What follows belongs to an exercise in optimizing a design on an open flow for small area, a short achievable clock period and few clock cycles per item; a production flow would make more cautious choices.
Where RTL was checked, it was by simulation tests only, not by an equivalence proof against the original.

==> module ssh_core, before the edit <==
module ssh_core (
  input  logic                        clk_i,
  input  logic                        rst_ni,
  input  logic [5:0]                  flags_i,
  input  logic [ssh_pkg::HashW-1:0]   mult_i,
  input  logic [ssh_pkg::HashW-1:0]   seed_i,
  input  logic                        sgn_i,
  input  logic                        cfg_valid_i,
  input  logic [ssh_pkg::CfgIdxW-1:0] cfg_index_i,
  input  logic                        in_valid_i,
  output logic                        in_stall_o,
  input  logic [ssh_pkg::ByteW-1:0]   data_byte_i,
  input  logic                        last_i,
  input  logic                        no_byte_i,
  output logic                        out_valid_o,
  input  logic                        out_stall_i,
  output logic [ssh_pkg::HashW-1:0]   hash_value_o
);
  logic [31:0] acc_q, acc_d, m_q, m_d, h0;
  logic        odd_q, odd_d, ovalid_q, ovalid_d, fin1_q, fin2_q, in_str_q, in_str_d;
  logic        sel_acc_q, sel_seed_q, sel_js_q, sel_acc_d;
  logic        is_rs, is_js, is_elf, is_ap, is_oaat, is_mm;
  logic        fin, accept, out_busy, cen, ksig, dirty_q;
  logic [31:0] m_init, post_x, kk, sa, sb, s, apx, hx, mixed, m_rs, rs_a, rs_b;
  logic [7:0]  cl, xl;
  assign {is_oaat, is_ap, is_elf, is_js, is_rs, is_mm} = flags_i;
  assign out_busy   = ovalid_q & out_stall_i;
  assign fin        = fin1_q | fin2_q;
  assign in_stall_o = fin | dirty_q | out_busy;
  assign accept     = in_valid_i & ~in_stall_o;
  assign h0 = ({32{sel_acc_q}} & acc_q) | ({32{sel_seed_q}} & seed_i)
            | ({32{sel_js_q}} & ssh_pkg::JsInit);
  assign sel_acc_d = in_str_d | fin1_q | (accept & last_i & is_oaat);
  assign m_init = ({32{is_mm}}   & mult_i)           | ({32{is_rs}}  & ssh_pkg::RsInitA)
                | ({32{is_js}}   & ssh_pkg::MulJs)   | ({32{is_elf}} & ssh_pkg::MulElf)
                | ({32{is_oaat}} & ssh_pkg::MulOaat);
  assign cen  = ~fin;
  assign cl   = {(data_byte_i[7] ^ sgn_i), data_byte_i[6:0]} & {8{cen}};
  assign ksig = sgn_i & cen;
  assign kk   = {32{ksig}} & (is_oaat ? 32'hFFFD_FF80 : 32'hFFFF_FF80);
  assign xl   = cl & {8{is_oaat}};
  ssh_tree u_tree (
    .h0   (h0),
    .m    (m_q),
    .kk   (kk),
    .js   (is_js),
    .cl   (cl),
    .xl   (xl),
    .sa   (sa),
    .sb   (sb)
  );
  ssh_add_main u_add (
    .a (sa),
    .b (sb),
    .y (s)
  );
  assign apx = odd_q ? ~((h0 << 11) ^ (h0 >> 5)) : ((h0 << 7) ^ (h0 >> 3));
  assign hx  = h0 ^ ({32{is_ap}} & apx);
  assign post_x = ({32{is_js | is_ap}} & hx)
                | ({32{is_oaat & ~fin}} & (s >> 6))
                | ({32{fin1_q}} & (s >> 11))
                | ({32{is_elf}} & {s[31:28], 20'd0, s[31:28], 4'd0});
  assign mixed  = s ^ post_x;
  always_comb begin
    acc_d = acc_q;
    if (fin) begin
      acc_d = mixed;
    end else if (accept) begin
      acc_d = no_byte_i ? h0 : mixed;
    end
  end
  ssh_rstep u_rstep (
    .a  (m_q),
    .ra (rs_a),
    .rb (rs_b)
  );
  ssh_add_rs u_add_rs (
    .a (rs_a),
    .b (rs_b),
    .y (m_rs)
  );
  always_comb begin
    m_d = m_q;
    if (dirty_q) begin
      m_d = m_init;
    end else if (accept && is_rs) begin
      if (last_i)          m_d = m_init;
      else if (!no_byte_i) m_d = m_rs;
    end else if (accept && is_oaat && last_i) begin
      m_d = ssh_pkg::MulFin1;
    end else if (fin1_q) begin
      m_d = ssh_pkg::MulFin2;
    end else if (fin2_q) begin
      m_d = m_init;
    end
  end
  always_comb begin
    odd_d    = odd_q;
    ovalid_d = out_busy | (accept & last_i & ~is_oaat) | fin2_q;
    in_str_d = in_str_q;
    if (accept) begin
      in_str_d = ~last_i;
      if (last_i)                  odd_d = 1'b0;
      else if (is_ap & ~no_byte_i) odd_d = ~odd_q;
    end
  end
  always_ff @(posedge clk_i or negedge rst_ni) begin
    if (!rst_ni) begin
      odd_q    <= 1'b0;
      ovalid_q <= 1'b0;
      in_str_q <= 1'b0;
      sel_acc_q  <= 1'b0;
      sel_seed_q <= 1'b1;
      sel_js_q   <= 1'b0;
      fin1_q   <= 1'b0;
      fin2_q   <= 1'b0;
      dirty_q  <= 1'b1;
    end else begin
      odd_q    <= odd_d;
      ovalid_q <= ovalid_d;
      in_str_q <= in_str_d;
      sel_acc_q  <= sel_acc_d;
      sel_seed_q <= ~sel_acc_d & is_mm;
      sel_js_q   <= ~sel_acc_d & is_js;
      fin1_q   <= accept & last_i & is_oaat;
      fin2_q   <= fin1_q;
      dirty_q  <= cfg_valid_i & (cfg_index_i != ssh_pkg::CFG_CHAR_SIGNED);
    end
  end
  always_ff @(posedge clk_i) begin
    acc_q <= acc_d;
    m_q   <= m_d;
  end
  assign out_valid_o  = ovalid_q;
  assign hash_value_o = acc_q;
endmodule
==> flow/config.mk <==
export PLATFORM = sky130hd
export DESIGN_NAME = selectable_string_hash
export DESIGN_NICKNAME = selectable_string_hash
export VERILOG_FILES = /design/flow/design.v
export SDC_FILE = /design/flow/constraint.sdc
export NUM_CORES = 4
export LEC_CHECK = 0
export ABC_AREA = 1
export CAP_MARGIN = 20
export CORE_MARGIN = 2
export CORE_UTILIZATION = 45
export SETUP_SLACK_MARGIN = 3.8
export SLEW_MARGIN = 20
export TNS_END_PERCENT = 100
==> flow/constraint.sdc <==
create_clock -name core_clock -period 11.0 [get_ports {clk_i}]
set_input_delay 2.2000 -clock core_clock [delete_from_list [all_inputs] [get_ports {clk_i}]]
set_output_delay 2.2000 -clock core_clock [all_outputs]
set_load 0.01 [all_outputs]
run.sh (not shown) runs the stock make flow with config.mk's settings and CLKGATE_MAP_FILE= SYNTH_SCRIPT=/design/flow/synth_recipe.tcl, a recipe that flattens the netlist after the stock synthesis.
Rerun with:
--- a/flow/design.v
+++ b/flow/design.v
@@ -87,19 +87,18 @@
   output logic [ssh_pkg::HashW-1:0]   hash_value_o
 );
-  logic [31:0] acc_q, acc_d, m_q, m_d, h0;
-  logic        odd_q, odd_d, ovalid_q, ovalid_d, fin1_q, fin2_q, in_str_q, in_str_d;
-  logic        sel_acc_q, sel_seed_q, sel_js_q, sel_acc_d;
+  logic [31:0] acc_q, acc_d, out_q, m_q, m_d;
+  logic        odd_q, odd_d, ovalid_q, ovalid_d, fin1_q, fin2_q, fin2_go;
   logic        is_rs, is_js, is_elf, is_ap, is_oaat, is_mm;
-  logic        fin, accept, out_busy, cen, ksig, dirty_q;
-  logic [31:0] m_init, post_x, kk, sa, sb, s, apx, hx, mixed, m_rs, rs_a, rs_b;
+  logic        fin, accept, out_busy, out_load, cen, ksig, dirty_q;
+  logic [31:0] start, m_init, post_x, kk, sa, sb, s, apx, hx, mixed, m_rs, rs_a, rs_b;
   logic [7:0]  cl, xl;
   assign {is_oaat, is_ap, is_elf, is_js, is_rs, is_mm} = flags_i;
   assign out_busy   = ovalid_q & out_stall_i;
   assign fin        = fin1_q | fin2_q;
-  assign in_stall_o = fin | dirty_q | out_busy;
+  assign in_stall_o = fin | dirty_q | (last_i & out_busy);
   assign accept     = in_valid_i & ~in_stall_o;
-  assign h0 = ({32{sel_acc_q}} & acc_q) | ({32{sel_seed_q}} & seed_i)
-            | ({32{sel_js_q}} & ssh_pkg::JsInit);
-  assign sel_acc_d = in_str_d | fin1_q | (accept & last_i & is_oaat);
+  assign fin2_go    = fin2_q & ~out_busy;
+  assign out_load   = (accept & last_i & ~is_oaat) | fin2_go;
+  assign start  = is_mm ? seed_i : (is_js ? ssh_pkg::JsInit : 32'd0);
   assign m_init = ({32{is_mm}}   & mult_i)           | ({32{is_rs}}  & ssh_pkg::RsInitA)
                 | ({32{is_js}}   & ssh_pkg::MulJs)   | ({32{is_elf}} & ssh_pkg::MulElf)
@@ -111,5 +110,5 @@
   assign xl   = cl & {8{is_oaat}};
   ssh_tree u_tree (
-    .h0   (h0),
+    .h0   (acc_q),
     .m    (m_q),
     .kk   (kk),
@@ -125,6 +124,6 @@
     .y (s)
   );
-  assign apx = odd_q ? ~((h0 << 11) ^ (h0 >> 5)) : ((h0 << 7) ^ (h0 >> 3));
-  assign hx  = h0 ^ ({32{is_ap}} & apx);
+  assign apx = odd_q ? ~((acc_q << 11) ^ (acc_q >> 5)) : ((acc_q << 7) ^ (acc_q >> 3));
+  assign hx  = acc_q ^ ({32{is_ap}} & apx);
   assign post_x = ({32{is_js | is_ap}} & hx)
                 | ({32{is_oaat & ~fin}} & (s >> 6))
@@ -134,8 +133,13 @@
   always_comb begin
     acc_d = acc_q;
-    if (fin) begin
+    if (dirty_q) begin
+      acc_d = start;
+    end else if (fin1_q) begin
       acc_d = mixed;
+    end else if (fin2_go) begin
+      acc_d = start;
     end else if (accept) begin
-      acc_d = no_byte_i ? h0 : mixed;
+      if (last_i & ~is_oaat) acc_d = start;
+      else if (!no_byte_i)   acc_d = mixed;
     end
   end
@@ -161,5 +165,5 @@
     end else if (fin1_q) begin
       m_d = ssh_pkg::MulFin2;
-    end else if (fin2_q) begin
+    end else if (fin2_go) begin
       m_d = m_init;
     end
@@ -167,8 +171,6 @@
   always_comb begin
     odd_d    = odd_q;
-    ovalid_d = out_busy | (accept & last_i & ~is_oaat) | fin2_q;
-    in_str_d = in_str_q;
+    ovalid_d = out_busy | out_load;
     if (accept) begin
-      in_str_d = ~last_i;
       if (last_i)                  odd_d = 1'b0;
       else if (is_ap & ~no_byte_i) odd_d = ~odd_q;
@@ -179,8 +181,4 @@
       odd_q    <= 1'b0;
       ovalid_q <= 1'b0;
-      in_str_q <= 1'b0;
-      sel_acc_q  <= 1'b0;
-      sel_seed_q <= 1'b1;
-      sel_js_q   <= 1'b0;
       fin1_q   <= 1'b0;
       fin2_q   <= 1'b0;
@@ -189,10 +187,6 @@
       odd_q    <= odd_d;
       ovalid_q <= ovalid_d;
-      in_str_q <= in_str_d;
-      sel_acc_q  <= sel_acc_d;
-      sel_seed_q <= ~sel_acc_d & is_mm;
-      sel_js_q   <= ~sel_acc_d & is_js;
       fin1_q   <= accept & last_i & is_oaat;
-      fin2_q   <= fin1_q;
+      fin2_q   <= fin1_q | (fin2_q & out_busy);
       dirty_q  <= cfg_valid_i & (cfg_index_i != ssh_pkg::CFG_CHAR_SIGNED);
     end
@@ -201,7 +195,10 @@
     acc_q <= acc_d;
     m_q   <= m_d;
+    if (out_load) begin
+      out_q <= (no_byte_i & ~fin2_q) ? acc_q : mixed;
+    end
   end
   assign out_valid_o  = ovalid_q;
-  assign hash_value_o = acc_q;
+  assign hash_value_o = out_q;
 endmodule
 module ssh_tree (
Effect: The changed run produced a clean layout. Area after synthesis is higher by 2.4%. Worst setup slack gets better by 45 ps. Die area is higher by 2.4%. Final area hardly moves. Cell count is lower by 1.5%. Non-clock buffer count is lower by 20. Clock-buffer cell count is unchanged. Synthesized cell count is lower by 1.2%. Critical path depth is higher by 8.
Testbench counts after the change, summed over its fixed seeds: cycles 13,980, bytes 13,438.
The RTL of the first run of this note was laid out without a check of its function.

==> port drivers added, routing unchanged <==
Ports are ideal in the flow. The routed layouts listed here were re-timed in OpenROAD. Step 1 assumes that a clkbuf_16 drives the clock port and a buf_2 every other input. Step 2, shift: input delay + t, output delay - t, t = (earliest + latest rising clock arrival at the registers) / 2. This alone moves slack from input paths to output paths. a / b / c = ideal ports / drivers / drivers and shift; a / b = the first two.
run	t, ns	setup WS [ns]	hold slack, ns
the first run	0.488	3.964 / 3.964 / 3.964	0.488 / 0.488 / 0.488
the second run	0.517	4.009 / 4.009 / 3.723	0.492 / 0.492 / 0.492
After both steps every run listed still meets setup and hold. The setup slack of the second run, which loses most, moves by 0.000 ns with the drivers and by -0.286 ns with both steps.
